Context: an optimization exercise on an open-source flow, tuned for small area and few clock cycles per item. The choices shown serve that exercise and are no tape-out recipe. The RTL was checked by simulation tests, not by an equivalence proof against the original design. Power and IR drop assume default switching activity.

**design/flow/config.mk**
```make
export PLATFORM = sky130hd
export DESIGN_NAME = box_redact_blend_mosaic_core
export DESIGN_NICKNAME = box_redact_blend_mosaic_core
export VERILOG_FILES = /design/flow/design.v
export SDC_FILE = /design/flow/constraint.sdc
export NUM_CORES = 4
export LEC_CHECK = 0
export CAP_MARGIN = 20
export CORE_MARGIN = 2
export CORE_UTILIZATION = 40
export SLEW_MARGIN = 20
```
**design/flow/constraint.sdc**
```tcl
create_clock -name core_clock -period 6.5 [get_ports {clk_i}]
set_input_delay 1.3000 -clock core_clock [delete_from_list [all_inputs] [get_ports {clk_i}]]
set_output_delay 1.3000 -clock core_clock [all_outputs]
set_load 0.01 [all_outputs]
```
**design/flow/design.v**
```verilog
`default_nettype none
package brbm_pkg;
  localparam int COORD_W    = 12;
  localparam int SAMPLE_W   = 8;
  localparam int EDGE_W     = 13;
  localparam int CFG_IDX_W  = 3;
  localparam int CFG_DATA_W = 32;
  localparam logic [CFG_IDX_W-1:0] CFG_BOX_LEFT    = 3'd0;
  localparam logic [CFG_IDX_W-1:0] CFG_BOX_RIGHT   = 3'd1;
  localparam logic [CFG_IDX_W-1:0] CFG_BOX_TOP     = 3'd2;
  localparam logic [CFG_IDX_W-1:0] CFG_BOX_BOTTOM  = 3'd3;
  localparam logic [CFG_IDX_W-1:0] CFG_REDACT_MODE = 3'd4;
  localparam logic [CFG_IDX_W-1:0] CFG_FILL_YUVA   = 3'd5;
  localparam logic MODE_SOLID  = 1'b0;
  localparam logic MODE_MOSAIC = 1'b1;
endpackage
`default_nettype wire
module brbm_blend (
  input  wire logic [7:0] s,
  input  wire logic [7:0] f,
  input  wire logic [7:0] a,
  output logic      [7:0] th,
  output logic            c
);
  logic p1, p2, p3, p4, p5, p6, p7, p8, p9, p10, p11, p12, p13, p14, p15, p16, p17, p18, p19, p20, p21, p22, p23, p24, p25, p26, p27, p28, p29, p30, p31, p32, p33, p34, p35, p36, p37, p38, p39, p40, p41, p42, p43, p44, p45, p46, p47, p48, p49, p50, p51, p52, p53, p54, p55, p56, p57, p58, p59, p60, p61, p62, p63, p64, s65, c66, s67, c68, s69, c70, s71, c72, s73, c74, s75, c76, s77, c78, s79, c80, s81, c82, s83, c84, s85, c86, s87, c88, s89, c90, s91, c92, s93, c94, s95, c96, s97, c98, s99, c100, s101, c102, s103, c104, s105, c106, s107, c108, s109, c110, s111, c112, s113, c114, s115, c116, s117, c118, s119, c120, s121, c122, s123, c124, s125, c126, s127, c128, s129, c130, s131, c132, s133, c134, s135, c136, s137, c138, s139, c140, s141, c142, s143, c144, s145, c146, s147, c148;
  assign p1 = a[0] ? f[0] : s[0];
  assign p2 = a[0] ? f[1] : s[1];
  assign p3 = a[0] ? f[2] : s[2];
  assign p4 = a[0] ? f[3] : s[3];
  assign p5 = a[0] ? f[4] : s[4];
  assign p6 = a[0] ? f[5] : s[5];
  assign p7 = a[0] ? f[6] : s[6];
  assign p8 = a[0] ? f[7] : s[7];
  assign p9 = a[1] ? f[0] : s[0];
  assign p10 = a[1] ? f[1] : s[1];
  assign p11 = a[1] ? f[2] : s[2];
  assign p12 = a[1] ? f[3] : s[3];
  assign p13 = a[1] ? f[4] : s[4];
  assign p14 = a[1] ? f[5] : s[5];
  assign p15 = a[1] ? f[6] : s[6];
  assign p16 = a[1] ? f[7] : s[7];
  assign p17 = a[2] ? f[0] : s[0];
  assign p18 = a[2] ? f[1] : s[1];
  assign p19 = a[2] ? f[2] : s[2];
  assign p20 = a[2] ? f[3] : s[3];
  assign p21 = a[2] ? f[4] : s[4];
  assign p22 = a[2] ? f[5] : s[5];
  assign p23 = a[2] ? f[6] : s[6];
  assign p24 = a[2] ? f[7] : s[7];
  assign p25 = a[3] ? f[0] : s[0];
  assign p26 = a[3] ? f[1] : s[1];
  assign p27 = a[3] ? f[2] : s[2];
  assign p28 = a[3] ? f[3] : s[3];
  assign p29 = a[3] ? f[4] : s[4];
  assign p30 = a[3] ? f[5] : s[5];
  assign p31 = a[3] ? f[6] : s[6];
  assign p32 = a[3] ? f[7] : s[7];
  assign p33 = a[4] ? f[0] : s[0];
  assign p34 = a[4] ? f[1] : s[1];
  assign p35 = a[4] ? f[2] : s[2];
  assign p36 = a[4] ? f[3] : s[3];
  assign p37 = a[4] ? f[4] : s[4];
  assign p38 = a[4] ? f[5] : s[5];
  assign p39 = a[4] ? f[6] : s[6];
  assign p40 = a[4] ? f[7] : s[7];
  assign p41 = a[5] ? f[0] : s[0];
  assign p42 = a[5] ? f[1] : s[1];
  assign p43 = a[5] ? f[2] : s[2];
  assign p44 = a[5] ? f[3] : s[3];
  assign p45 = a[5] ? f[4] : s[4];
  assign p46 = a[5] ? f[5] : s[5];
  assign p47 = a[5] ? f[6] : s[6];
  assign p48 = a[5] ? f[7] : s[7];
  assign p49 = a[6] ? f[0] : s[0];
  assign p50 = a[6] ? f[1] : s[1];
  assign p51 = a[6] ? f[2] : s[2];
  assign p52 = a[6] ? f[3] : s[3];
  assign p53 = a[6] ? f[4] : s[4];
  assign p54 = a[6] ? f[5] : s[5];
  assign p55 = a[6] ? f[6] : s[6];
  assign p56 = a[6] ? f[7] : s[7];
  assign p57 = a[7] ? f[0] : s[0];
  assign p58 = a[7] ? f[1] : s[1];
  assign p59 = a[7] ? f[2] : s[2];
  assign p60 = a[7] ? f[3] : s[3];
  assign p61 = a[7] ? f[4] : s[4];
  assign p62 = a[7] ? f[5] : s[5];
  assign p63 = a[7] ? f[6] : s[6];
  assign p64 = a[7] ? f[7] : s[7];
  assign s65 = p7 ^ p14;
  assign c66 = p7 & p14;
  assign s67 = p8 ^ p15 ^ p22;
  assign c68 = (p8 & p15) | (p8 & p22) | (p15 & p22);
  assign s69 = p29 ^ p36;
  assign c70 = p29 & p36;
  assign s71 = p16 ^ p23 ^ p30;
  assign c72 = (p16 & p23) | (p16 & p30) | (p23 & p30);
  assign s73 = p37 ^ p44;
  assign c74 = p37 & p44;
  assign s75 = p24 ^ p31 ^ p38;
  assign c76 = (p24 & p31) | (p24 & p38) | (p31 & p38);
  assign s77 = p5 ^ p12;
  assign c78 = p5 & p12;
  assign s79 = p6 ^ p13 ^ p20;
  assign c80 = (p6 & p13) | (p6 & p20) | (p13 & p20);
  assign s81 = p27 ^ p34;
  assign c82 = p27 & p34;
  assign s83 = s65 ^ p21 ^ p28;
  assign c84 = (s65 & p21) | (s65 & p28) | (p21 & p28);
  assign s85 = p35 ^ p42 ^ p49;
  assign c86 = (p35 & p42) | (p35 & p49) | (p42 & p49);
  assign s87 = s67 ^ s69 ^ p43;
  assign c88 = (s67 & s69) | (s67 & p43) | (s69 & p43);
  assign s89 = p50 ^ p57 ^ c66;
  assign c90 = (p50 & p57) | (p50 & c66) | (p57 & c66);
  assign s91 = s71 ^ s73 ^ p51;
  assign c92 = (s71 & s73) | (s71 & p51) | (s73 & p51);
  assign s93 = p58 ^ c68 ^ c70;
  assign c94 = (p58 & c68) | (p58 & c70) | (c68 & c70);
  assign s95 = s75 ^ p45 ^ p52;
  assign c96 = (s75 & p45) | (s75 & p52) | (p45 & p52);
  assign s97 = p59 ^ c72 ^ c74;
  assign c98 = (p59 & c72) | (p59 & c74) | (c72 & c74);
  assign s99 = p32 ^ p39 ^ p46;
  assign c100 = (p32 & p39) | (p32 & p46) | (p39 & p46);
  assign s101 = p53 ^ p60 ^ c76;
  assign c102 = (p53 & p60) | (p53 & c76) | (p60 & c76);
  assign s103 = p40 ^ p47 ^ p54;
  assign c104 = (p40 & p47) | (p40 & p54) | (p47 & p54);
  assign s105 = p4 ^ p11;
  assign c106 = p4 & p11;
  assign s107 = s77 ^ p19 ^ p26;
  assign c108 = (s77 & p19) | (s77 & p26) | (p19 & p26);
  assign s109 = s79 ^ s81 ^ p41;
  assign c110 = (s79 & s81) | (s79 & p41) | (s81 & p41);
  assign s111 = s83 ^ s85 ^ c80;
  assign c112 = (s83 & s85) | (s83 & c80) | (s85 & c80);
  assign s113 = s87 ^ s89 ^ c84;
  assign c114 = (s87 & s89) | (s87 & c84) | (s89 & c84);
  assign s115 = s91 ^ s93 ^ c88;
  assign c116 = (s91 & s93) | (s91 & c88) | (s93 & c88);
  assign s117 = s95 ^ s97 ^ c92;
  assign c118 = (s95 & s97) | (s95 & c92) | (s97 & c92);
  assign s119 = s99 ^ s101 ^ c96;
  assign c120 = (s99 & s101) | (s99 & c96) | (s101 & c96);
  assign s121 = s103 ^ p61 ^ c100;
  assign c122 = (s103 & p61) | (s103 & c100) | (p61 & c100);
  assign s123 = p48 ^ p55 ^ p62;
  assign c124 = (p48 & p55) | (p48 & p62) | (p55 & p62);
  assign s125 = p3 ^ p10;
  assign c126 = p3 & p10;
  assign s127 = s105 ^ p18 ^ p25;
  assign c128 = (s105 & p18) | (s105 & p25) | (p18 & p25);
  assign s129 = s107 ^ p33 ^ c106;
  assign c130 = (s107 & p33) | (s107 & c106) | (p33 & c106);
  assign s131 = s109 ^ c78 ^ c108;
  assign c132 = (s109 & c78) | (s109 & c108) | (c78 & c108);
  assign s133 = s111 ^ c82 ^ c110;
  assign c134 = (s111 & c82) | (s111 & c110) | (c82 & c110);
  assign s135 = s113 ^ c86 ^ c112;
  assign c136 = (s113 & c86) | (s113 & c112) | (c86 & c112);
  assign s137 = s115 ^ c90 ^ c114;
  assign c138 = (s115 & c90) | (s115 & c114) | (c90 & c114);
  assign s139 = s117 ^ c94 ^ c116;
  assign c140 = (s117 & c94) | (s117 & c116) | (c94 & c116);
  assign s141 = s119 ^ c98 ^ c118;
  assign c142 = (s119 & c98) | (s119 & c118) | (c98 & c118);
  assign s143 = s121 ^ c102 ^ c120;
  assign c144 = (s121 & c102) | (s121 & c120) | (c102 & c120);
  assign s145 = s123 ^ c104 ^ c122;
  assign c146 = (s123 & c104) | (s123 & c122) | (c104 & c122);
  assign s147 = p56 ^ p63 ^ c124;
  assign c148 = (p56 & p63) | (p56 & c124) | (p63 & c124);
  logic [15:0] r1, r2, t;
  logic [8:0]  u;
  assign r1 = {1'b0, p64, s147, s145, s143, s141, s139, s137, s135, s133, s131, s129, s127, s125, p2, p1};
  assign r2 = {1'b0, c148, c146, c144, c142, c140, c138, c136, c134, c132, c130, c128, c126, p17, p9, 1'b0};
  assign t  = r1 + r2;
  assign u  = {1'b0, t[15:8]} + {1'b0, t[7:0]} + 9'd1;
  assign th = t[15:8];
  assign c  = u[8];
endmodule
`default_nettype none
module brbm_corner_store #(
  parameter int DEPTH = 64,
  parameter int AW    = 6,
  parameter int DW    = 24,
  parameter int NINS  = 4
) (
  input  wire logic          clk_i,
  input  wire logic          rst_ni,
  input  wire logic          we_i,
  input  wire logic [AW-1:0] addr_i,
  input  wire logic [DW-1:0] wdata_i,
  output logic      [DW-1:0] rdata_o,
  output logic               full_o
);
  localparam int GAP = DEPTH / NINS;
  localparam int GW  = $clog2(GAP);
  logic [AW-1:0] ptr_q;
  always_ff @(posedge clk_i or negedge rst_ni) begin
    if (!rst_ni) ptr_q <= '0;
    else         ptr_q <= ptr_q + AW'(1);
  end
  logic          head_q;
  logic [1:0]    pv_q;
  logic [AW-1:0] pa_q [0:1];
  logic [DW-1:0] pd_q [0:1];
  logic [AW-1:0] ins_pos;
  logic          ins;
  logic [DW-1:0] ins_data;
  assign ins_pos  = pa_q[head_q] + ptr_q + AW'(1);
  assign ins      = pv_q[head_q] && (ins_pos[GW-1:0] == '0);
  assign ins_data = pd_q[head_q];
  assign full_o   = (pv_q == 2'b11) && !ins;
  logic [DEPTH*DW-1:0] ring_q, ring_d;
  always_comb begin
    ring_d = {ring_q[(DEPTH-1)*DW-1:0], ring_q[DEPTH*DW-1 -: DW]};
    for (int j = 0; j < NINS; j++) begin
      if (ins && (ins_pos[AW-1:GW] == (AW-GW)'(j))) ring_d[j*GAP*DW +: DW] = ins_data;
    end
  end
  always_ff @(posedge clk_i) begin
    ring_q <= ring_d;
  end
  logic [1:0] hit, left, match, alloc, pv_d;
  logic       head_d;
  always_comb begin
    for (int e = 0; e < 2; e++) hit[e] = pv_q[e] && (pa_q[e] == addr_i);
    left   = pv_q;
    head_d = head_q;
    if (ins) begin
      left[head_q] = 1'b0;
      head_d       = !head_q;
    end
    match = hit & left;
    alloc = '0;
    if (we_i && match == 2'b00) begin
      if (left == 2'b00) alloc[head_d]  = 1'b1;
      else               alloc[!head_d] = 1'b1;
    end
    if (!we_i) match = '0;
    pv_d = left | alloc;
  end
  always_ff @(posedge clk_i or negedge rst_ni) begin
    if (!rst_ni) begin
      pv_q   <= '0;
      head_q <= 1'b0;
    end else begin
      pv_q   <= pv_d;
      head_q <= head_d;
    end
  end
  always_ff @(posedge clk_i) begin
    for (int e = 0; e < 2; e++) begin
      if (alloc[e])            pa_q[e] <= addr_i;
      if (alloc[e] | match[e]) pd_q[e] <= wdata_i;
    end
  end
  logic [AW-1:0]    rpos;
  logic [DEPTH-1:0] rsel;
  logic [DW-1:0]    ring_rd;
  assign rpos = addr_i + ptr_q;
  always_comb begin
    for (int i = 0; i < DEPTH; i++) rsel[i] = (rpos == AW'(i));
    ring_rd = '0;
    for (int i = 0; i < DEPTH; i++) begin
      ring_rd = ring_rd | (ring_q[i*DW +: DW] & {DW{rsel[i]}});
    end
  end
  always_comb begin
    if (hit[0])      rdata_o = pd_q[0];
    else if (hit[1]) rdata_o = pd_q[1];
    else             rdata_o = ring_rd;
  end
endmodule
`default_nettype wire
`default_nettype none
module box_redact_blend_mosaic_core (
  input  wire logic                             clk_i,
  input  wire logic                             rst_ni,
  input  wire logic                             cfg_we_i,
  input  wire logic [brbm_pkg::CFG_IDX_W-1:0]   cfg_index_i,
  input  wire logic [brbm_pkg::CFG_DATA_W-1:0]  cfg_data_i,
  input  wire logic                             in_valid_i,
  output logic                                  in_stall_o,
  input  wire logic [brbm_pkg::COORD_W-1:0]     col_i,
  input  wire logic [brbm_pkg::COORD_W-1:0]     row_index_i,
  input  wire logic [brbm_pkg::SAMPLE_W-1:0]    luma_in_i,
  input  wire logic [brbm_pkg::SAMPLE_W-1:0]    cb_in_i,
  input  wire logic [brbm_pkg::SAMPLE_W-1:0]    cr_in_i,
  output logic                                  out_valid_o,
  input  wire logic                             out_stall_i,
  output logic [brbm_pkg::SAMPLE_W-1:0]         luma_out_o,
  output logic [brbm_pkg::SAMPLE_W-1:0]         cb_out_o,
  output logic [brbm_pkg::SAMPLE_W-1:0]         cr_out_o
);
  localparam int COORD_W    = brbm_pkg::COORD_W;
  localparam int SAMPLE_W   = brbm_pkg::SAMPLE_W;
  localparam int EDGE_W     = brbm_pkg::EDGE_W;
  localparam int CFG_DATA_W = brbm_pkg::CFG_DATA_W;
  logic [COORD_W-1:0]    box_left_q, box_top_q;
  logic [EDGE_W-1:0]     box_right_q, box_bottom_q;
  logic                  mode_q;
  logic [CFG_DATA_W-1:0] fill_q;
  always_ff @(posedge clk_i or negedge rst_ni) begin
    if (!rst_ni) begin
      box_left_q   <= '0;
      box_right_q  <= '0;
      box_top_q    <= '0;
      box_bottom_q <= '0;
      mode_q       <= brbm_pkg::MODE_MOSAIC;
      fill_q       <= '0;
    end else if (cfg_we_i) begin
      case (cfg_index_i)
        brbm_pkg::CFG_BOX_LEFT:    box_left_q   <= cfg_data_i[COORD_W-1:0];
        brbm_pkg::CFG_BOX_RIGHT:   box_right_q  <= cfg_data_i[EDGE_W-1:0];
        brbm_pkg::CFG_BOX_TOP:     box_top_q    <= cfg_data_i[COORD_W-1:0];
        brbm_pkg::CFG_BOX_BOTTOM:  box_bottom_q <= cfg_data_i[EDGE_W-1:0];
        brbm_pkg::CFG_REDACT_MODE: mode_q       <= cfg_data_i[0];
        brbm_pkg::CFG_FILL_YUVA:   fill_q       <= cfg_data_i;
        default: ;
      endcase
    end
  end
  logic v_q, en, full, take;
  assign en         = !v_q || !out_stall_i;
  assign in_stall_o = !en || full;
  assign take       = in_valid_i && !in_stall_o;
  always_ff @(posedge clk_i or negedge rst_ni) begin
    if (!rst_ni) begin
      v_q <= 1'b0;
    end else if (en) begin
      v_q <= take;
    end
  end
  logic in_box, corner;
  logic [3*SAMPLE_W-1:0] pix, rdata;
  assign pix    = {luma_in_i, cb_in_i, cr_in_i};
  assign in_box = (col_i >= box_left_q) && ({1'b0, col_i} < box_right_q) &&
                  (row_index_i >= box_top_q) && ({1'b0, row_index_i} < box_bottom_q);
  assign corner = (col_i[5:0] == 6'd0) && (row_index_i[5:0] == 6'd0);
  brbm_corner_store #(
    .DEPTH (64),
    .AW    (6),
    .DW    (3*SAMPLE_W),
    .NINS  (4)
  ) u_store (
    .clk_i   (clk_i),
    .rst_ni  (rst_ni),
    .we_i    (take && corner),
    .addr_i  (col_i[11:6]),
    .wdata_i (pix),
    .rdata_o (rdata),
    .full_o  (full)
  );
  logic [3*SAMPLE_W-1:0] mix_th, data;
  logic [2:0]            mix_c, inc;
  brbm_blend u_blend_y  (.s(luma_in_i), .f(fill_q[31:24]), .a(fill_q[7:0]),
                         .th(mix_th[23:16]), .c(mix_c[2]));
  brbm_blend u_blend_cb (.s(cb_in_i),   .f(fill_q[23:16]), .a(fill_q[7:0]),
                         .th(mix_th[15:8]),  .c(mix_c[1]));
  brbm_blend u_blend_cr (.s(cr_in_i),   .f(fill_q[15:8]),  .a(fill_q[7:0]),
                         .th(mix_th[7:0]),   .c(mix_c[0]));
  always_comb begin
    inc = 3'b000;
    if (!in_box)                               data = pix;
    else if (mode_q == brbm_pkg::MODE_SOLID) begin
      data = mix_th;
      inc  = mix_c;
    end
    else if (corner)                           data = pix;
    else                                       data = rdata;
  end
  logic [3*SAMPLE_W-1:0] data_q;
  logic [2:0]            inc_q;
  always_ff @(posedge clk_i) begin
    if (en) begin
      data_q <= data;
      inc_q  <= inc;
    end
  end
  assign luma_out_o  = data_q[23:16] + SAMPLE_W'(inc_q[2]);
  assign cb_out_o    = data_q[15:8]  + SAMPLE_W'(inc_q[1]);
  assign cr_out_o    = data_q[7:0]   + SAMPLE_W'(inc_q[0]);
  assign out_valid_o = v_q;
endmodule
`default_nettype wire
```
**design/flow/run.sh**
```bash
#!/bin/bash
# synth_recipe.tcl (not shown) runs the flow's synth.tcl, then flattens the netlist and writes it again
# the make line also repeats each setting of config.mk as NAME=value (left out here)
make -C /OpenROAD-flow-scripts/flow DESIGN_CONFIG=/design/flow/config.mk WORK_HOME=/design/flow/orfs CLKGATE_MAP_FILE= SYNTH_SCRIPT=/design/flow/synth_recipe.tcl finish
```
==> results of run 1 <==
## through the flow
step                total power, W  util, %
floorplan                   0.0207        -
global placement            0.0256     45.1
detailed placement          0.0258     45.1
CTS                         0.0361     49.2
global route                0.0385     49.2
finish                      0.0361     49.2
## flip-flops by register name (all words and copies together) (netlist names)
register,flops
box_top_q,12
box_left_q,12
box_bottom_q,13
u_store.pd_q,48
u_store.head_q,1
box_right_q,13
u_store.ring_q,1536
data_q,24
inc_q,3
v_q,1
mode_q,1
u_store.pa_q,12
fill_q,32
u_store.pv_q,2
u_store.ptr_q,6
## cell families (layout without fill, tap and decap cells)
| family | Yosys count | count (layout) | share of synthesized area, % |
|---|---|---|---|
| AOI/OAI and AO/OA | 1306 | 1306 | 15.8 |
| xor gates and xnor gates | 80 | 80 | 1.19 |
| adders and majority gates | 256 | 256 | 6.75 |
| buffers and inverters | 489 | 1069 | 3.36 |
| DFF | 1716 | 1716 | 59.9 |
| muxes | 328 | 328 | 5.87 |
| other | 0 | 1 | 0 |
| and+or+nand+nor | 863 | 863 | 7.12 |
## worst min-delay path by stage
stage	endpoint	cells after the start	slack, ps	start
after detailed placement	u_store.ring_q[621]	0	330	u_store.ring_q[597]
after global placement	u_store.ring_q[621]	0	330	u_store.ring_q[597]
after CTS	u_store.ring_q[434]	0	290	u_store.ring_q[410]
after floorplan	u_store.ring_q[111]	0	320	u_store.ring_q[87]
after global routing	u_store.ring_q[1359]	0	290	u_store.ring_q[1335]
final	u_store.ring_q[434]	0	280	u_store.ring_q[410]
## per-layer routing
| metal | GRT usage [%] | vias to the layer above |
|---|---|---|
| li1 | - | 19400 |
| met1 | 40.7 | 23100 |
| met2 | 46.7 | 3191 |
| met5 | 0 | - |
| met4 | 17.6 | 8 |
| met3 | 8.45 | 774 |
## report_power, final
group	switching (W)	internal [W]	leakage [nW]
clock network	0.00441	0.00595	2.89
registers	0.000239	0.0108	14.3
logic	0.00772	0.00700	11.0
## layout by cell type (no fill, tap or decap), types with 27 or more instances in the layout
cell type | synthesis | final
xnor2_1 | 54 | 53
dfxtp_1 | 1536 | 1536
ha_1 | 147 | 146
a31oi_1 | 57 | 54
o211ai_1 | 44 | 44
mux2i_1 | 174 | 170
clkdlybuf4s50_1 | 0 | 112
buf_4 | 3 | 413
and3_1 | 32 | 31
a22o_1 | 70 | 70
a222oi_1 | 51 | 51
nor2_1 | 150 | 139
nor4_1 | 35 | 27
fa_1 | 109 | 108
buf_12 | 0 | 63
edfxtp_1 | 87 | 87
nand3_1 | 103 | 101
clkbuf_8 | 0 | 33
a21oi_1 | 209 | 199
nor3_1 | 59 | 47
o22ai_1 | 29 | 29
mux2_2 | 151 | 151
dfrtp_1 | 92 | 91
nand2_1 | 311 | 306
a22oi_1 | 279 | 279
inv_1 | 174 | 174
a32o_1 | 33 | 33
clkbuf_16 | 0 | 169
nand4_1 | 64 | 64
a32oi_1 | 53 | 53
a21o_1 | 32 | 31
o21ai_0 | 181 | 179
a221oi_1 | 55 | 55
## final cells by class
cell class              instances  area [um^2]  area share [%]
repair buffers                590         5520            7.60
clock buffers                 224         4770            6.56
flip-flops and latches       1716        35700            49.1
multi-input cells            2833        22500            30.9
inverters                     175          657           0.904
diodes                          1         2.50         0.00344
clock inverters                80         1180            1.63
well taps                    1930         2410            3.32
==> flow_summary.ini, run 1 <==
[logic_synthesis]
yosysWarnings = 4
syn_avg_cell_area_um2 = 11.8
yosys.cell_types.count = 93
synth_common_cells = dfxtp_1 (1,536), nand2_1 (311), a22oi_1 (279)
yosysTopAreaCellShare_pct = 51.6
yosysMostFrequentCell = dfxtp_1
synth_area_um2 = 59600
postSynthNetCount = 5382
synth_edf_count = 87
synth_top_area_cell = dfxtp_1
ys_seq_area_share_pct = 59.9
synth_cells = 5038
synth_area_leaders = dfxtp_1 (52%), edfxtp_1 (4.4%), dfrtp_1 (3.9%)
synth_ff_type = dfxtp_1
ys_async_sr_fraction_pct = 5.42
synth-seq-cells = 1716

[global_route]
grt_overflow_total = 0
grt_max_degree = 56
track_usage_pct = 31.2
grt_first_pass_wirelength_mm = 339
grt_pass1_vias = 45600
antenna_found_initial = 9

[flow_run]
maxCapViolations = 0

[drt]
ant_nets = 0
wl_per_cell_um = 32.1
vias = 46500
topRoutingLayerUsed = met5
remaining_drc_errors = 0
met1_length_mm = 94.9
dr.pass1.iters = 18
wl_met2_mm = 103
first_iter_violations = 6662
via_per_inst = 6.16
finalWirelength_mm = 243
met3_length_mm = 28.6

[cells_and_area]
stdcell_area_um2 = 72700
final_nets = 5826
final.fill_count = 13100
layout.cells.non_filler = 7549
drive_gt1_share_pct = 18.3
syn_to_final_growth_pct = 22.0

[worst_setup_path]
cp_top_family = simple AND/OR/NAND/NOR gates
endpoint_kind = register
rr_worst_depth = 21
cp-start-kind = input port
path_common_cell = buf_4
path_max_fanout = 15
crit_slowest_cell = nor4_2
rrSetupSlack_ps = 690
reg2reg_from = fill_q[1]
cp.depth = 17
timing.rr.end = inc_q[0]
startpoint = col_i[6]
criticalPathCategory = input port to register
crit_end = data_q[8]
arrival_ps = 6700
required_ps = 7110
cp_cell_sequence = clkdlybuf4s50_1 -> ha_2 -> inv_1 -> fa_2 -> buf_4 -> nand2b_1 -> nor2_2 -> buf_4 -> nand3_1 -> nor4_2 -> buf_4 -> a221oi_1 -> and4_1 -> nand4_1 -> buf_12 -> o211ai_1 -> a31oi_1
worst-path-buf-inv = 6
critPathMaxStageDelay_ps = 1000

[place]
place_congestion = 1.01
place_area_um2 = 66700
post-place-ws_ps = -178
dp_cells = 7244
io_buffers = 113
detailed_place_hpwl_mm = 172

[timing]
period_needed_ps = 6090
fin_crit_sh_pct = 93.7
setup_viol = 0
maxSlewHeadroom_pct = 14.7
maxSlewViolCount = 0
fin_skew_ps = 76.6
rsz0062_at_grt = no
whs_ps = 283
fin_ws_ps = 410
hold_viol = 0
tightestPinTransition_ps = 1270
setup_tns_ps = 0
fmax_mhz = 164

[floorplan]
num_rows = 141
ios = 114
initial_core_util_pct = 40.3
die_x_um = 390
core_um2 = 148000
die-area_um2 = 152000
fp.dieH_um = 390

[clock_network]
cts_root_buffer = clkbuf_16
clock-sinks = 1716
cts_max_path_buffers = 3
cts_buffers = 166
clkSlewWorstSetupHoldPaths_ps = 60
cts_hold_buf = 0
cts_tree = yes
clock_latency_ps = 840
cts_setup_buffers = 0
cts_resized = 0
cts-htree-levels = 4

[hold_path]
hold_path_class = register to register

[outcome]
status = no timing/DRC/antenna violations

[power]
vdd_ir_drop_max_mv = 0.763
p_per_area_nw_per_um2 = 497
p_leak_nw = 28.2
Testbench counts, summed over its fixed seeds: cycles 66,591, items 65,536.
==> run 2, diff against run 1 <==
--- a/design/flow/config.mk
+++ b/design/flow/config.mk
@@ -7,5 +7,6 @@
 export LEC_CHECK = 0
-export CAP_MARGIN = 20
+export CAP_MARGIN = 0
 export CORE_MARGIN = 2
-export CORE_UTILIZATION = 40
-export SLEW_MARGIN = 20
+export CORE_UTILIZATION = 60
+export CTS_BUF_LIST = sky130_fd_sc_hd__clkbuf_4 sky130_fd_sc_hd__clkbuf_8
+export SLEW_MARGIN = 0
==> run 2 against run 1 <==
Via count increased by 2.5%. Largest cell class unchanged. Clock skew up 23 ps. Die area is 33% lower. The layout now fails its checks (capacitance limit, slew limit). Cell area shrank 2.0%. Synthesized cell count unchanged. Routed wire length shrank 2.8%. Sequential share of layout area increased by 1.0 points.
==> flow_summary.ini, run 2 <==
[worst_setup_path]
cp_cell_sequence = clkdlybuf4s50_1 -> ha_2 -> inv_1 -> fa_2 -> xor2_4 -> nand2_1 -> buf_4 -> nor3_4 -> buf_4 -> buf_4 -> a22oi_1 -> a31oi_1 -> a21oi_1 -> and3_1 -> nand4_1 -> o221ai_1 -> a31oi_1
critPathMaxStageDelay_ps = 780
crit_slowest_cell = xor2_4
path_common_cell = buf_4
timing.rr.end = inc_q[2]
rr_worst_depth = 20
worst-path-buf-inv = 5
arrival_ps = 6660
cp-start-kind = input port
criticalPathCategory = input port to register
required_ps = 7230
endpoint_kind = register
cp_top_family = buffers and inverters
path_max_fanout = 17
reg2reg_from = fill_q[3]
rrSetupSlack_ps = 700

[global_route]
grt_first_pass_wirelength_mm = 332
track_usage_pct = 45.6
grt_max_degree = 52
antenna_found_initial = 16
grt_overflow_total = 0
grt_pass1_vias = 46900

[clock_network]
cts_root_buffer = clkbuf_8
clkSlewWorstSetupHoldPaths_ps = 60
clock-sinks = 1716
cts_setup_buffers = 0
cts-htree-levels = 5
cts_resized = 0
cts_tree = yes
cts_hold_buf = 0
cts_buffers = 282
cts_max_path_buffers = 4
clock_latency_ps = 980

[floorplan]
fp.dieH_um = 319
initial_core_util_pct = 60.5
core_um2 = 98400
die-area_um2 = 102000
num_rows = 115
ios = 114
die_x_um = 319

[logic_synthesis]
synth_cells = 5038
synth-seq-cells = 1716
postSynthNetCount = 5382
yosys.cell_types.count = 93
synth_area_leaders = dfxtp_1 (52%), edfxtp_1 (4.4%), dfrtp_1 (3.9%)
yosysTopAreaCellShare_pct = 51.6
ys_async_sr_fraction_pct = 5.42
synth_common_cells = dfxtp_1 (1,536), nand2_1 (311), a22oi_1 (279)
syn_avg_cell_area_um2 = 11.8
yosysMostFrequentCell = dfxtp_1
synth_ff_type = dfxtp_1
ys_seq_area_share_pct = 59.9
yosysWarnings = 4
synth_edf_count = 87
synth_area_um2 = 59600
synth_top_area_cell = dfxtp_1

[cells_and_area]
top_regs = u_store.ring_q: 1536 flops, u_store.pd_q: 48 flops, fill_q: 32 flops
drive_gt1_share_pct = 20.2
final_nets = 5879
largest_register_ffs = 1536
final_cell_mix = dfxtp_1 (1,536), buf_4 (359), clkbuf_8 (354), nand2_1 (306), a22oi_1 (279)
final_common_cell = dfxtp_1
regMostFlops = u_store.ring_q
syn_to_final_growth_pct = 19.5

[hold_path]
hold_depth = 0
holdPathEnd = u_store.ring_q[158]
worstHoldStart = u_store.ring_q[134]
hold_path_class = register to register

[power]
vdd_ir_drop_max_mv = 0.888
power_w = 0.0349
p_per_area_nw_per_um2 = 489
p_leak_nw = 28.1

[timing]
setup_tns_ps = 0
fin_skew_ps = 99.4
maxSlewViolCount = 10
tightestPinTransition_ps = 1550
fin_crit_sh_pct = 91.2
setup_viol = 0
period_needed_ps = 5930
maxSlewHeadroom_pct = -3.62
fmax_mhz = 169
hold_viol = 0
rsz0062_at_grt = no

[place]
detailed_place_hpwl_mm = 166
io_buffers = 113
place_congestion = 1.03

[drt]
first_iter_violations = 7075
finalWirelength_mm = 236
remaining_drc_errors = 0
ant_nets = 0
vias = 47700
dr.pass1.iters = 7
via_per_inst = 6.78
wl_per_cell_um = 33.5

[flow_run]
maxCapViolations = 2

[outcome]
failed_checks = capacitance limit, slew limit
status = complete, but fails checks
-- run 2: cell types whose count changed in the layout (fill, tap and decap cells not counted), sizes merged --
cell      delta
clkbuf     +211
buf         -63
diode       +17
clkinv      -15
bufinv      -13
inv          -6
clkinvlp     -2
-- run 2: worst max path at each step --
stage / from / endpoint / slack (ps) / cells after the start
floorplan: cb_in_i[5] / inc_q[1] / 520 / 18
global placement: luma_in_i[5] / inc_q[2] / -150 / 22
detailed placement: luma_in_i[5] / inc_q[2] / -240 / 22
CTS: fill_q[3] / inc_q[2] / 700 / 20
global route: luma_in_i[5] / inc_q[2] / 200 / 22
finish: col_i[6] / data_q[2] / 570 / 17
-- run 2: report_power, final --
part	internal (W)	total, W	switching [W]
logic	0.00638	0.0140	0.00762
clock network	0.00555	0.00981	0.00426
registers	0.0108	0.0110	0.000239
-- run 2: routing by layer --
layer / up-vias / GRT usage, % / share of wire, % / routed length, um
li1: 19600 / - / - / -
met1: 23200 / 57.0 / 36 / 85800
met2: 3819 / 67.2 / 42 / 99800
met3: 998 / 14.7 / 13 / 31200
met4: 16 / 31.3 / 8.0 / 18900
met5: - / 0 / 0.041 / 97
-- run 2: cell families (layout without fill, tap and decap cells) --
group / Yosys count / in the layout / synth area share, %
other: 0 / 18 / 0
buffers and inverters: 489 / 1181 / 3.36
AND/OR/NAND/NOR: 863 / 863 / 7.12
XOR/XNOR: 80 / 80 / 1.19
AO/OA/AOI/OAI: 1306 / 1306 / 15.8
flip-flops: 1716 / 1716 / 59.9
adder cells (fa/ha/maj): 256 / 256 / 6.75
multiplexers: 328 / 328 / 5.87
-- run 2: area by class of cell --
| class | count | area, um^2 |
|---|---|---|
| diodes | 18 | 45.0 |
| well taps | 1287 | 1610 |
| clock buffers | 435 | 5480 |
| flip-flops and latches | 1716 | 35700 |
| fillers | 7152 | 27200 |
| clock inverters | 44 | 374 |
| multi-input cells | 2833 | 22400 |
| repair buffers | 527 | 4930 |
| inverters | 175 | 657 |
-- run 2: worst reg2reg max path, cell delays in order, from the launching register on --
cell and delay [ps]:
dfrtp_1 840, buf_4 320, mux2_2 350, ha_1 280, inv_1 50, fa_1 530
fa_1 440, fa_1 490, inv_1 40, ha_1 230, o41a_1 470, a22o_1 210
o22ai_1 230, xnor2_1 210, ha_1 290, o21ai_0 80, nor2_1 60, o21ai_0 140
a21oi_1 50, o21ai_0 140, a21oi_1 80
-- run 2: metrics by stage --
step	util (%)	worst slack (ps)	cell area (um^2)	cells	hold slack (ps)
after detailed placement	66.4	-236	65300	6538	331
after CTS	72.3	702	71200	7017	293
after floorplan	-	520	59600	5038	323
final	72.4	572	71200	7035	291
after global placement	66.4	-154	65300	6537	327
after global routing	72.3	200	71200	7019	304
==> run 3, diff against run 2 <==
--- a/design/flow/design.v
+++ b/design/flow/design.v
@@ -339,4 +339,15 @@
   assign pix    = {luma_in_i, cb_in_i, cr_in_i};
-  assign in_box = (col_i >= box_left_q) && ({1'b0, col_i} < box_right_q) &&
-                  (row_index_i >= box_top_q) && ({1'b0, row_index_i} < box_bottom_q);
+  function automatic logic lt13(input logic [EDGE_W-1:0] a, input logic [EDGE_W-1:0] b);
+    logic lt, eq;
+    lt = 1'b0;
+    eq = 1'b1;
+    for (int i = EDGE_W - 1; i >= 0; i--) begin
+      lt = lt | (eq & ~a[i] & b[i]);
+      eq = eq & ~(a[i] ^ b[i]);
+    end
+    lt13 = lt;
+  endfunction
+  assign in_box = !lt13({1'b0, col_i}, {1'b0, box_left_q}) && lt13({1'b0, col_i}, box_right_q) &&
+                  !lt13({1'b0, row_index_i}, {1'b0, box_top_q}) &&
+                  lt13({1'b0, row_index_i}, box_bottom_q);
   assign corner = (col_i[5:0] == 6'd0) && (row_index_i[5:0] == 6'd0);
==> design/flow/flow/run.sh (new file) <==
#!/bin/bash
# Layout: the standard flow (standard.sh) with three changes:
#  - synthesis is synth_recipe.tcl unchanged, but ABC maps the logic with an
#    area-oriented script (flow/area.abc); registers are mapped before ABC
#    and are the standard synthesis's;
#  - ports are buffered with the smallest buffer;
#  - the clock tree is built from clkbuf_4/clkbuf_8 without dummy loads,
#    with sink clusters of up to 16 flip-flops.
# Each make run's output goes to its own log file here; ORFS's per-step logs
# are under orfs/logs.
set -euo pipefail
W=$PWD
export MY_ABC_SCRIPT=$W/flow/area.abc
cat "$W/flow/abc_override.tcl" "$W/synth_recipe.tcl" > "$W/my_synth.tcl"
bash "$W/standard.sh" "SYNTH_SCRIPT=$W/my_synth.tcl" \
  "BUFFER_PORTS_ARGS=-inputs -outputs -buffer_cell sky130_fd_sc_hd__buf_1" \
  "CTS_ARGS=-sink_clustering_enable -repair_clock_nets -dont_use_dummy_load -sink_clustering_size 16 -sink_clustering_max_diameter 50 -buf_list {sky130_fd_sc_hd__clkbuf_4 sky130_fd_sc_hd__clkbuf_8}" \
  finish > "$W/make_finish.log" 2>&1
==> design/flow/flow/abc_override.tcl (new file) <==
# Technology mapping with an area-oriented ABC script (MY_ABC_SCRIPT) in place
# of the one the synthesis script names; the rest of the synthesis is the standard flow's.
proc abc {args} {
  set i [lsearch -exact $args -script]
  if {$i >= 0 && [info exists ::env(MY_ABC_SCRIPT)]} {
    lset args [expr {$i + 1}] $::env(MY_ABC_SCRIPT)
  }
  yosys abc {*}$args
}
==> design/flow/flow/area.abc (new file) <==
strash; dch; map -a; topo; dnsize
==> design/flow/standard.sh (new file) <==
#!/bin/bash
# synth_recipe.tcl (not shown) runs the flow's synth.tcl, then flattens the netlist and writes it again
# the make line also repeats each setting of config.mk as NAME=value (left out here)
make -C /OpenROAD-flow-scripts/flow DESIGN_CONFIG=/design/flow/config.mk WORK_HOME=/design/flow/orfs CLKGATE_MAP_FILE= SYNTH_SCRIPT=/design/flow/synth_recipe.tcl "${@:-finish}"
removed: design/flow/run.sh
==> run 3 against run 2 <==
Global-route usage fell by 12 points. Register-to-register slack got worse by 160 ps. Combinational power fell by 25%. Count of clock-buffer cells in the layout fell by 295. First-iteration DRC count fell by 46%. Critical path type is now register to register. Fmax fell by 0.62%. Now clean on timing, DRC and antenna. Flip-flop and latch count did not move. Area after synthesis fell by 8.0%. Cell area fell by 15%. Routed wire length fell by 33%.
==> flow_summary.ini, run 3 <==
[outcome]
status = no timing/DRC/antenna violations

[floorplan]
die_x_um = 306
die-area_um2 = 93800
core_um2 = 90300
ios = 114
fp.dieH_um = 306
initial_core_util_pct = 60.7
num_rows = 110

[timing]
setup_tns_ps = 0
rsz0062_at_grt = no
period_needed_ps = 5960
whs_ps = 290
fin_crit_sh_pct = 91.8
hold_viol = 0
fin_skew_ps = 116
fmax_mhz = 168
maxSlewViolCount = 0
setup_viol = 0
maxSlewHeadroom_pct = 13.7
tightestPinTransition_ps = 1290

[cells_and_area]
regMostFlops = u_store.ring_q
ff_latch_area_um2 = 35700
final.fill_count = 7142
largest_register_ffs = 1536
drive_gt1_share_pct = 7.62
top_regs = u_store.ring_q: 1536 flops, u_store.pd_q: 48 flops, fill_q: 32 flops
final_common_cell = dfxtp_1
multiInputGateArea_um2 = 18100
final_cell_mix = dfxtp_1 (1,536), a22oi_1 (787), nand2_1 (379), o21ai_0 (327), clkinv_1 (316)
final_nets = 5384
layout.cells.non_filler = 6262
syn_to_final_growth_pct = 10.7

[power]
power_frac_clock_pct = 18.2
power_w = 0.0282
vdd_ir_drop_max_mv = 0.578
p_per_area_nw_per_um2 = 465
power_switching_w = 0.0103
netSwitchingFraction_pct = 36.4
p_leak_nw = 22.5
p_int_w = 0.0179
seq_power_share_pct = 44.5
pwr-share-comb_pct = 37.3

[logic_synthesis]
yosys.cell_types.count = 40
ys_async_sr_fraction_pct = 5.42
synth_area_um2 = 54800
synth_ff_type = dfxtp_1
postSynthNetCount = 4980
synth_area_leaders = dfxtp_1 (56%), a22oi_1 (11%), edfxtp_1 (4.8%)
synth_cells = 4680
yosysTopAreaCellShare_pct = 56.1
ys_seq_area_share_pct = 65.1
yosysWarnings = 4
syn_avg_cell_area_um2 = 11.7
synth_edf_count = 87
synth_common_cells = dfxtp_1 (1,536), a22oi_1 (787), nand2_1 (381)
yosysMostFrequentCell = dfxtp_1
synth-seq-cells = 1716
synth_top_area_cell = dfxtp_1

[drt]
vias = 38700
wl_per_cell_um = 25.3
first_iter_violations = 3787
via_per_inst = 6.18
remaining_drc_errors = 0
dr.pass1.iters = 6
finalWirelength_mm = 159
ant_nets = 0

[worst_setup_path]
rrSetupSlack_ps = 540
criticalPathCategory = register to register
required_ps = 6980
arrival_ps = 6440
endpoint_kind = register
critPathMaxStageDelay_ps = 870
reg2reg_from = fill_q[1]
crit_slowest_cell = dfrtp_1
path_max_fanout = 22
timing.rr.end = inc_q[0]
rr_worst_depth = 28
path_common_cell = a21oi_1
cp-start-kind = register

[clock_network]
clkSlewWorstSetupHoldPaths_ps = 100
cts_buffers = 140
cts_hold_buf = 0
cts_max_path_buffers = 3
cts_root_buffer = clkbuf_8
cts_tree = yes
clock_latency_ps = 860
clock-sinks = 1716
cts_setup_buffers = 0
cts-htree-levels = 4
cts_resized = 0

[place]
dp_cells = 6118
place_congestion = 0.912
io_buffers = 113
detailed_place_hpwl_mm = 111

[global_route]
grt_pass1_vias = 37500
antenna_found_initial = 6
grt_overflow_total = 0
track_usage_pct = 33.8
grt_first_pass_wirelength_mm = 237
grt_max_degree = 65

[hold_path]
hold_path_class = register to register
hold_depth = 0
holdPathEnd = u_store.ring_q[551]
worstHoldStart = u_store.ring_q[527]

[flow_run]
maxCapViolations = 0
## run 3: critical path, delay by kind of cell (launching register included)
family          cells  cell delay, ps
simple gates        8             720
flops               1             870
buf+inv             5             610
compound gates     10            1570
fa+ha+maj           5            1900
## run 3: how the worst max path moves through the flow
stage / depth (start not counted) / startpoint / to / slack, ps
2_1_floorplan: 12 / u_store.head_q / u_store.ring_q[768] / 660
3_3_place_gp: 27 / cr_in_i[6] / inc_q[0] / 250
3_5_place_dp: 27 / cr_in_i[5] / inc_q[0] / 160
4_1_cts: 28 / fill_q[1] / inc_q[0] / 570
5_1_grt: 28 / fill_q[1] / inc_q[0] / 10
6_report: 28 / fill_q[1] / inc_q[0] / 540
## run 3: routing by layer
metal  vias up  wire (um)  global-route usage [%]
li1      17900          -                       -
met1     19000      72100                    49.3
met2      1561      67500                    49.6
met3       224      15600                    9.41
met4         0       3250                    8.96
met5         -          0                       0
## run 3: logic make-up (layout without fill, tap and decap cells)
group,count (synthesis),in the layout,synth area share [%]
buf+inv,316,718,2.16
flops,1716,1716,65.1
other cells,0,4,0
fa+ha+maj,212,212,6.33
compound gates,1420,1420,17.3
simple gates,929,929,7.62
mux,19,19,0.390
xor+xnor,68,68,1.09
## run 3: power groups by stage
stage               Clock [W]  Sequential [W]  Combinational, W
global route          0.00560          0.0127            0.0121
CTS                   0.00520          0.0125            0.0105
detailed placement          0          0.0128            0.0104
floorplan                   0          0.0126           0.00778
finish                0.00513          0.0126            0.0105
global placement            0          0.0127            0.0102
## run 3: per-stage QoR
step | instance area, um^2 | util, % | setup slack (ps)
3_5_place_dp | 58700 | 65.0 | 163
2_1_floorplan | 54800 | - | 658
4_1_cts | 60600 | 67.2 | 573
5_1_grt | 60700 | 67.2 | 10.4
3_3_place_gp | 58700 | 65.0 | 246
6_report | 60700 | 67.2 | 535
## run 3: final cells by class
cell class / count / share of cell area (%)
Antenna cell: 4 / 0.0165
Clock buffer: 140 / 3.18
Inverter: 316 / 1.96
Multi-Input combinational cell: 2648 / 29.9
Sequential cell: 1716 / 58.8
Tap cell: 1176 / 2.43
Timing Repair Buffer: 262 / 3.66
Testbench counts of run 3, summed over its fixed seeds: cycles 66,591, items 65,536.
==> run 4, diff against run 3 <==
--- a/design/flow/config.mk
+++ b/design/flow/config.mk
@@ -7,6 +7,5 @@
 export LEC_CHECK = 0
-export CAP_MARGIN = 0
+export CAP_MARGIN = 10
 export CORE_MARGIN = 2
 export CORE_UTILIZATION = 60
-export CTS_BUF_LIST = sky130_fd_sc_hd__clkbuf_4 sky130_fd_sc_hd__clkbuf_8
-export SLEW_MARGIN = 0
+export SLEW_MARGIN = 10
==> run 4 against run 3 <==
Still clean. Clock power about the same. Combinational power barely moved. Fmax stayed put. Register-to-register slack about the same. Die area unchanged. Non-clock buffer count unchanged. Worst hold slack unchanged. Area after synthesis stayed put. Synthesized cell count stayed put. Count of clock-buffer cells in the layout stayed put. Final cell count did not move. Clock skew did not move. Critical path type unchanged. Critical endpoint unchanged.
==> flow_summary.ini, run 4 <==
[outcome]
status = no timing/DRC/antenna violations

[power]
p_leak_nw = 22.5
power_w = 0.0282
p_per_area_nw_per_um2 = 465
vdd_ir_drop_max_mv = 0.578

[clock_network]
cts-htree-levels = 4
clock-sinks = 1716
cts_root_buffer = clkbuf_8
cts_buffers = 140
cts_setup_buffers = 0
clock_latency_ps = 860
clkSlewWorstSetupHoldPaths_ps = 100
cts_tree = yes
cts_hold_buf = 0
cts_max_path_buffers = 3
cts_resized = 0

[cells_and_area]
final_nets = 5384
top_regs = u_store.ring_q: 1536 flops, u_store.pd_q: 48 flops, fill_q: 32 flops
syn_to_final_growth_pct = 10.7
final_cell_mix = dfxtp_1 (1,536), a22oi_1 (787), nand2_1 (379), o21ai_0 (327), clkinv_1 (316)
regMostFlops = u_store.ring_q
final_common_cell = dfxtp_1
drive_gt1_share_pct = 7.62
largest_register_ffs = 1536

[drt]
via_per_inst = 6.18
wl_per_cell_um = 25.3
ant_nets = 0
first_iter_violations = 3787
dr.pass1.iters = 6
remaining_drc_errors = 0
vias = 38700
finalWirelength_mm = 159

[global_route]
grt_max_degree = 65
grt_overflow_total = 0
antenna_found_initial = 6
track_usage_pct = 33.8
grt_busiest_layer = met2
grt_util_met3_pct = 9.41
grt_first_pass_wirelength_mm = 237
met2_usage_pct = 49.6
grt_pass1_vias = 37500
grtUsageMet1_pct = 49.3

[timing]
setup_tns_ps = 0
tightestPinTransition_ps = 1290
fin_ws_ps = 535
fin_crit_sh_pct = 91.8
fmax_mhz = 168
period_needed_ps = 5960
fin_skew_ps = 116
maxSlewViolCount = 0
hold_viol = 0
maxSlewHeadroom_pct = 13.7
setup_viol = 0
rsz0062_at_grt = no

[logic_synthesis]
synth_common_cells = dfxtp_1 (1,536), a22oi_1 (787), nand2_1 (381)
yosysMostFrequentCell = dfxtp_1
ys_seq_area_share_pct = 65.1
postSynthNetCount = 4980
yosysTopAreaCellShare_pct = 56.1
ys_async_sr_fraction_pct = 5.42
synth_area_leaders = dfxtp_1 (56%), a22oi_1 (11%), edfxtp_1 (4.8%)
synth_edf_count = 87
synth_ff_type = dfxtp_1
syn_avg_cell_area_um2 = 11.7
synth-seq-cells = 1716
synth_top_area_cell = dfxtp_1
synth_cells = 4680
yosys.cell_types.count = 40
synth_area_um2 = 54800
yosysWarnings = 4

[worst_setup_path]
cp-start-kind = register
endpoint_kind = register
path_max_fanout = 22
arrival_ps = 6440
required_ps = 6980
rr_worst_depth = 28
critPathMaxStageDelay_ps = 870
criticalPathCategory = register to register
crit_slowest_cell = dfrtp_1
path_common_cell = a21oi_1

[floorplan]
initial_core_util_pct = 60.7
fp.dieH_um = 306
die-area_um2 = 93800
num_rows = 110
core_um2 = 90300
die_x_um = 306
ios = 114

[flow_run]
maxCapViolations = 0

[place]
detailed_place_hpwl_mm = 111
io_buffers = 113
place_congestion = 0.912
post-place-ws_ps = 163

[hold_path]
hold_depth = 0
hold_path_class = register to register
run 4: logic make-up (layout without fill, tap and decap cells):
group	count (synthesis)	after routing	synth area share [%]
buffers and inverters	316	718	2.16
adders and majority gates	212	212	6.33
AOI/OAI and AO/OA	1420	1420	17.3
other	0	4	0
muxes	19	19	0.390
DFF	1716	1716	65.1
xor gates and xnor gates	68	68	1.09
and+or+nand+nor	929	929	7.62
run 4: path summary, 6_finish.rpt:
check,startpoint,end,slack (ps)
max reg2reg,fill_q[1],inc_q[0],540
min,u_store.ring_q[527],u_store.ring_q[551],290
min reg2reg,u_store.ring_q[527],u_store.ring_q[551],290
max,fill_q[1],inc_q[0],540
max in group asynchronous,rst_ni,fill_q[31],4750
min in group asynchronous,rst_ni,box_top_q[1],520
run 4: where the power goes:
part	switching [W]	total (W)	internal (W)
combinational	0.00633	0.0105	0.00420
clock	0.00320	0.00513	0.00193
sequential	0.000750	0.0126	0.0118
total	0.0103	0.0282	0.0179
run 4: area by class of cell:
type / instances / area, um^2
Antenna cell: 4 / 10.0
Clock buffer: 140 / 1930
Fill cell: 7142 / 29600
Inverter: 316 / 1190
Multi-Input combinational cell: 2648 / 18100
Sequential cell: 1716 / 35700
Tap cell: 1176 / 1470
Timing Repair Buffer: 262 / 2220
run 4: metal layers:
metal	share of wire [%]	vias up	wire [um]
li1	-	17900	-
met1	45	19000	72100
met2	43	1561	67500
met3	9.9	224	15600
met4	2.1	0	3250
met5	0	-	0
run 4: per-stage QoR:
stage	std cells	hold WS (ps)	utilization [%]	instance area, um^2
global placement	6118	332	65.0	58700
finish	6262	290	67.2	60700
detailed placement	6118	336	65.0	58700
CTS	6258	297	67.2	60600
global route	6262	296	67.2	60700
floorplan	4680	331	-	54800
run 4: worst max-delay path, delay by kind of cell, from the launching register on:
kind | cells | cell delay (ps)
AO/OA/AOI/OAI | 10 | 1570
AND/OR/NAND/NOR | 8 | 720
adder cells (fa/ha/maj) | 5 | 1900
flip-flops | 1 | 870
buffers and inverters | 5 | 610
==> run 5, diff against run 4 <==
--- a/design/flow/design.v
+++ b/design/flow/design.v
@@ -187,3 +187,3 @@
   parameter int DW    = 24,
-  parameter int NINS  = 4
+  parameter int NINS  = 2
 ) (
@@ -357,3 +357,3 @@
     .DW    (3*SAMPLE_W),
-    .NINS  (4)
+    .NINS  (2)
   ) u_store (
--- a/design/flow/config.mk
+++ b/design/flow/config.mk
@@ -7,5 +7,5 @@
 export LEC_CHECK = 0
-export CAP_MARGIN = 10
+export CAP_MARGIN = 0
 export CORE_MARGIN = 2
-export CORE_UTILIZATION = 60
-export SLEW_MARGIN = 10
+export CORE_UTILIZATION = 70
+export SLEW_MARGIN = 0
==> run 5 against run 4 <==
Synthesized cell count decreased by 2.7%. Critical path type unchanged. Still clean on timing, DRC and antenna. Highest routed layer is now met5. First-iteration DRC count is 3.9% higher. Area after synthesis fell by 0.83%. Sequential power shrank 11%. Flip-flop and latch count did not move. Register-to-register slack gained 290 ps. Global-route usage increased by 3.6 points. Die area decreased by 15%. Clock skew is 12 ps lower. Critical path depth shrank 9. Utilization rose by 10 points. Total power is 8.1% lower.
==> flow_summary.ini, run 5 <==
[worst_setup_path]
required_ps = 7070
startpoint = fill_q[1]
path_common_cell = fa_1
cp_cell_sequence = buf_4 -> o21ai_0 -> fa_1 -> fa_1 -> fa_1 -> fa_1 -> clkinv_1 -> ha_1 -> a21o_1 -> a21oi_1 -> o21ai_0 -> a21oi_1 -> o21bai_1 -> a21oi_1 -> o21bai_1 -> ha_1 -> nand4_1 -> a21o_1 -> a31oi_1
rrSetupSlack_ps = 830
rr_worst_depth = 19
reg2reg_from = fill_q[1]
critPathMaxStageDelay_ps = 740
endpoint_kind = register
arrival_ps = 6250
timing.rr.end = inc_q[2]
path_max_fanout = 30
criticalPathCategory = register to register
cp-start-kind = register
crit_slowest_cell = dfrtp_1
crit_end = inc_q[2]

[global_route]
grt_max_degree = 75
grt_pass1_vias = 36900
track_usage_pct = 37.4
antenna_found_initial = 10
grt_overflow_total = 0
grt_first_pass_wirelength_mm = 222

[floorplan]
core_um2 = 77200
num_rows = 102
die_x_um = 283
fp.dieH_um = 283
initial_core_util_pct = 70.4
die-area_um2 = 79900
ios = 114

[place]
io_buffers = 113
place_congestion = 0.937
detailed_place_hpwl_mm = 102
place_area_um2 = 58000
post-place-ws_ps = 293

[logic_synthesis]
synth_top_family_by_area = compound AO/OA/AOI/OAI gates
yosys.area_share.simple_pct = 6.99
synthXorXnorAreaFrac_pct = 1.11
synth_fa_ha_area_share_pct = 6.40
synth-seq-cells = 1716
synth_area_leaders = dfxtp_1 (57%), a22oi_1 (11%), edfxtp_1 (4.8%)
synth_common_cells = dfxtp_1 (1,536), a22oi_1 (796), o21ai_0 (379)
synth_mux_area_share_pct = 0.953
synth_area_um2 = 54400
synth_ff_type = dfxtp_1
synth_edf_count = 87
postSynthNetCount = 4852
syn_avg_cell_area_um2 = 11.9
ys_seq_area_share_pct = 65.7
yosysMostFrequentCell = dfxtp_1
yosys.cell_types.count = 42
yosysTopAreaCellShare_pct = 56.6
ys_async_sr_fraction_pct = 5.42
yosysWarnings = 4
synth_top_area_cell = dfxtp_1
synth_cells = 4552
synth_compound_area_share_pct = 16.7

[cells_and_area]
largest_register_ffs = 1536
top_regs = u_store.ring_q: 1536 flops, u_store.pd_q: 48 flops, fill_q: 32 flops
final_core_util_pct = 77.5
drive_gt1_share_pct = 8.70
syn_to_final_growth_pct = 10.1
final_cell_mix = dfxtp_1 (1,536), a22oi_1 (796), o21ai_0 (379), nand2_1 (342), clkinv_1 (317)
final_nets = 5270
final_common_cell = dfxtp_1
stdcell_area_um2 = 59900
regMostFlops = u_store.ring_q

[timing]
setup_tns_ps = 0
fin_crit_sh_pct = 87.3
fin_skew_ps = 105
fmax_mhz = 176
rsz0062_at_grt = no
period_needed_ps = 5670
maxSlewHeadroom_pct = 22.7
fin_ws_ps = 826
tightestPinTransition_ps = 1160
hold_viol = 0
maxSlewViolCount = 0
setup_viol = 0

[clock_network]
cts_tree = yes
cts_hold_buf = 0
cts-htree-levels = 4
cts_resized = 0
clkSlewWorstSetupHoldPaths_ps = 90
cts_max_path_buffers = 3
cts_buffers = 137
clock_latency_ps = 830
cts_setup_buffers = 0
clock-sinks = 1716
cts_root_buffer = clkbuf_8

[outcome]
status = no timing/DRC/antenna violations

[drt]
wl_per_cell_um = 24.8
dr.pass1.iters = 6
first_iter_violations = 3933
vias = 38100
remaining_drc_errors = 0
ant_nets = 0
via_per_inst = 6.34
finalWirelength_mm = 149

[power]
power_w = 0.0259
p_per_area_nw_per_um2 = 433
p_leak_nw = 22.4
vdd_ir_drop_max_mv = 0.657

[hold_path]
hold_path_class = register to register

[flow_run]
maxCapViolations = 0
run 5: cell count changes after synthesis, sizes merged, moves of 7 or more:
cell	delta
o211ai	-11
nor2	-59
a22oi	+9
o21ai	+52
nand2	-38
a21oi	-23
a211oi	-15
a31oi	-69
o22ai	-8
xor2	+7
mux2	+27
run 5: layout make-up:
cell class	instances	area, um^2
tap	1040	1300
multi-input combinational	2519	17700
timing repair buffer	279	2100
sequential	1716	35700
inverter	317	1190
antenna	4	10.0
clock buffer	137	1890
fill	5076	17300
run 5: metal layers:
metal	vias up	track usage, %	share of wire [%]
met4	4	10.7	2.5
met1	18600	53.8	43
met2	1839	56.4	44
met3	276	9.56	11
li1	17400	-	-
met5	-	0	0.046
run 5: cell families (layout without fill, tap and decap cells):
kind of cell    count (synthesis)  count (layout)
flops                        1716            1716
compound gates               1363            1363
simple gates                  828             828
buf+inv                       317             733
fa+ha+maj                     213             213
xor+xnor                       69              69
mux                            46              46
other cells                     0               4
run 5: worst min path at each step:
stage / startpoint / endpoint / depth (start not counted)
floorplan: u_store.ring_q[984] / u_store.ring_q[1008] / 0
global placement: u_store.ring_q[813] / u_store.ring_q[837] / 0
detailed placement: u_store.ring_q[188] / u_store.ring_q[212] / 0
CTS: u_store.ring_q[230] / u_store.ring_q[254] / 0
global route: u_store.ring_q[230] / u_store.ring_q[254] / 0
finish: u_store.ring_q[230] / u_store.ring_q[254] / 0
run 5: metrics by stage:
step / hold slack [ps] / cells
final: 264 / 6012
after CTS: 267 / 6008
after global routing: 267 / 6010
after global placement: 333 / 5871
after floorplan: 331 / 4552
after detailed placement: 336 / 5871
run 5: power breakdown:
group / switching, W / internal, W / total, W
logic: 0.00580 / 0.00393 / 0.00973
clock network: 0.00314 / 0.00189 / 0.00503
registers: 0.000256 / 0.0109 / 0.0112
total: 0.00919 / 0.0167 / 0.0259
run 5: worst max-delay path, delay by kind of cell, from the launching register on:
family                   cells  cell delay [ps]
adder cells (fa/ha/maj)      6             2640
AO/OA/AOI/OAI               10             1560
flip-flops                   1              740
buffers and inverters        2              480
AND/OR/NAND/NOR              1              100
Testbench counts of run 5, summed over its fixed seeds: cycles 66,870, items 65,536.
==> run 6, diff against run 5 <==
--- a/design/flow/config.mk
+++ b/design/flow/config.mk
@@ -10,2 +10,4 @@
 export CORE_UTILIZATION = 70
+export GPL_TIMING_DRIVEN = 0
+export SETUP_SLACK_MARGIN = 0.3
 export SLEW_MARGIN = 0
==> run 6 against run 5 <==
Register-to-register slack worse by 70 ps. Worst hold slack better by 43 ps. Highest routed layer unchanged. Largest power group unchanged. Fmax shrank 6.6%. Critical endpoint is now data_q[21]. Area after synthesis did not move. Still clean.
==> flow_summary.ini, run 6 <==
[floorplan]
initial_core_util_pct = 70.4
core_um2 = 77200
num_rows = 102
ios = 114
die-area_um2 = 79900
die_x_um = 283
fp.dieH_um = 283

[global_route]
track_usage_pct = 38.2
grt_pass1_vias = 36600
grt_overflow_total = 0
grt_first_pass_wirelength_mm = 225
grt_max_degree = 64
antenna_found_initial = 10

[hold_path]
hold_path_class = register to register
hold_depth = 0
worstHoldStart = u_store.ring_q[518]
holdPathEnd = u_store.ring_q[542]

[cells_and_area]
drive_gt1_share_pct = 7.32
stdcell_area_um2 = 59700
final_cell_mix = dfxtp_1 (1,536), a22oi_1 (796), o21ai_0 (379), nand2_1 (342), clkinv_1 (314)
final_common_cell = dfxtp_1
top_regs = u_store.ring_q: 1536 flops, u_store.pd_q: 48 flops, fill_q: 32 flops
syn_to_final_growth_pct = 9.82
final_core_util_pct = 77.3
final_nets = 5179
largest_register_ffs = 1536
regMostFlops = u_store.ring_q

[clock_network]
cts-htree-levels = 4
cts_tree = yes
clock_latency_ps = 830
cts_root_buffer = clkbuf_8
clock-sinks = 1716
clkSlewWorstSetupHoldPaths_ps = 100
cts_hold_buf = 0
cts_buffers = 139
cts_max_path_buffers = 3

[worst_setup_path]
arrival_ps = 6550
criticalPathCategory = input port to register
rrSetupSlack_ps = 760
timing.rr.end = inc_q[0]
rr_worst_depth = 18
path_max_fanout = 19
reg2reg_from = fill_q[3]
cp-start-kind = input port
required_ps = 6980
endpoint_kind = register

[power]
p_per_area_nw_per_um2 = 434
p_leak_nw = 21.9
vdd_ir_drop_max_mv = 0.706

[logic_synthesis]
synth_edf_count = 87
yosysWarnings = 4
yosys.cell_types.count = 42
postSynthNetCount = 4852
syn_avg_cell_area_um2 = 11.9
synth_ff_type = dfxtp_1
synth_area_um2 = 54400
ys_async_sr_fraction_pct = 5.42
synth_cells = 4552
synth-seq-cells = 1716
yosysMostFrequentCell = dfxtp_1
synth_area_leaders = dfxtp_1 (57%), a22oi_1 (11%), edfxtp_1 (4.8%)
ys_seq_area_share_pct = 65.7
synth_top_area_cell = dfxtp_1
synth_common_cells = dfxtp_1 (1,536), a22oi_1 (796), o21ai_0 (379)
yosysTopAreaCellShare_pct = 56.6

[timing]
fmax_mhz = 165
maxSlewViolCount = 0
maxSlewHeadroom_pct = 22.1
period_needed_ps = 6070
fin_skew_ps = 99.0
rsz0062_at_grt = no
whs_ps = 307
setup_viol = 0
setup_tns_ps = 0
hold_viol = 0
fin_crit_sh_pct = 93.4
tightestPinTransition_ps = 1160
fin_ws_ps = 427

[drt]
finalWirelength_mm = 160
wl_per_cell_um = 27.0
via_per_inst = 6.60
remaining_drc_errors = 0
vias = 39000
topRoutingLayerUsed = met5
met3_length_mm = 17.9
first_iter_violations = 4806
wl_met2_mm = 71.0
dr.pass1.iters = 8
ant_nets = 0
met1_length_mm = 64.0

[place]
io_buffers = 113
detailed_place_hpwl_mm = 98.5
post-place-ws_ps = -606
place_congestion = 0.895
place_area_um2 = 57300

[outcome]
status = no timing/DRC/antenna violations

[flow_run]
maxCapViolations = 0
run 6: cell counts after synthesis:
No cell type changed its count.
run 6: timing repair:
| item | in CTS | in global routing |
|---|---|---|
| buffers inserted | 0 | 10 |
| gates resized for setup | 1 | 35 |
| gates cloned | 9 | 20 |
| endpoints found under the setup margin | 9 | 60 |
| hold endpoints to repair | 0 | 0 |
| pin swaps | 13 | 18 |
run 6: area by class of cell:
class	count	area [um^2]
repair inverters	1	7.51
flip-flops and latches	1716	35700
repair buffers	157	1240
multi-input cells	2547	18300
diodes	2	5.00
fillers	5027	17500
clock buffers	139	1910
inverters	317	1200
well taps	1040	1300
run 6: critical path, cell delays in order:
cell and delay, ps:
buf_1 380, clkinv_1 400, fa_1 540, nor2_1 160, o21ai_0 100, nand2_1 80, xor2_1 380, nor2_1 180
clkinvlp_4 560, nor2_4 210, buf_12 230, a22oi_1 270, nand4_1 280, nor4_1 850, a31oi_1 220, nor2_1 250
o21ai_0 110
run 6: how the worst max path moves through the flow:
stage	startpoint	cells past startpoint	to	slack (ps)
detailed placement	col_i[7]	17	data_q[5]	-610
global placement	u_store.head_q	14	u_store.pd_q[1][9]	-1410
CTS	col_i[7]	17	data_q[5]	290
floorplan	u_store.head_q	14	u_store.pd_q[0][0]	660
finish	col_i[7]	17	data_q[21]	430
global route	cr_in_i[3]	25	inc_q[0]	320
run 6: cell families after synthesis:
family	synth area share, %
XOR/XNOR	1.11
multiplexers	0.953
flip-flops	65.7
buffers and inverters	2.19
AND/OR/NAND/NOR	6.99
adder cells (fa/ha/maj)	6.40
AO/OA/AOI/OAI	16.7
run 6: metal layers:
metal / global-route usage, % / vias up
li1: - / 17200
met1: 53.6 / 19100
met2: 58.8 / 2269
met3: 8.69 / 465
met4: 13.4 / 10
met5: 0 / -
run 6: power by group:
part | switching (W) | internal (W) | total [W]
clock network | 0.00318 | 0.00192 | 0.00510
logic | 0.00559 | 0.00389 | 0.00948
registers | 0.000379 | 0.0109 | 0.0113
total | 0.00915 | 0.0167 | 0.0259
run 6: stage by stage:
step                std cells  total power (W)
global route             5918           0.0276
finish                   5919           0.0259
detailed placement       5739           0.0209
global placement         5705           0.0205
CTS                      5887           0.0258
floorplan                4552           0.0186

## re-timing with driven ports
Ports are ideal in the flow. The routed layouts listed here were re-timed in OpenROAD. Step 1, drivers: a clkbuf_16 drives clk_i and a buf_2 each remaining input, both assumed. Step 2 moves the port delays by t, midway between the first and last clock arrival at a register: inputs arrive t later, outputs are due t later. That takes back most of the time a late clock gives input paths. Slacks: ideal / step 1 / step 2; pairs: ideal / step 1.
run | t, ns | setup WS [ns] | hold WS [ns] | worst register clock-pin slew, ns | worst slew at a driven data input, ns
run 1 | 0.884 | 0.410 / 0.443 / -0.441 | 0.283 / 0.283 / 0.283 | 0.07 / 0.07 | 0.10
run 2 | 1.002 | 0.572 / 0.576 / -0.426 | 0.291 / 0.291 / 0.291 | 0.07 / 0.07 | 0.24
run 3 | 0.871 | 0.535 / 0.535 / 0.061 | 0.290 / 0.290 / 0.290 | 0.10 / 0.10 | 0.10
run 4 | 0.871 | 0.535 / 0.535 / 0.061 | 0.290 / 0.290 / 0.290 | 0.10 / 0.10 | 0.10
run 5 | 0.838 | 0.826 / 0.826 / 0.189 | 0.264 / 0.264 / 0.264 | 0.10 / 0.10 | 0.14
run 6 | 0.859 | 0.427 / 0.472 / -0.387 | 0.307 / 0.307 / 0.307 | 0.10 / 0.10 | 0.16
The setup slack of run 2, which loses most, moves by +0.004 ns with the drivers and by -0.998 ns with both steps.
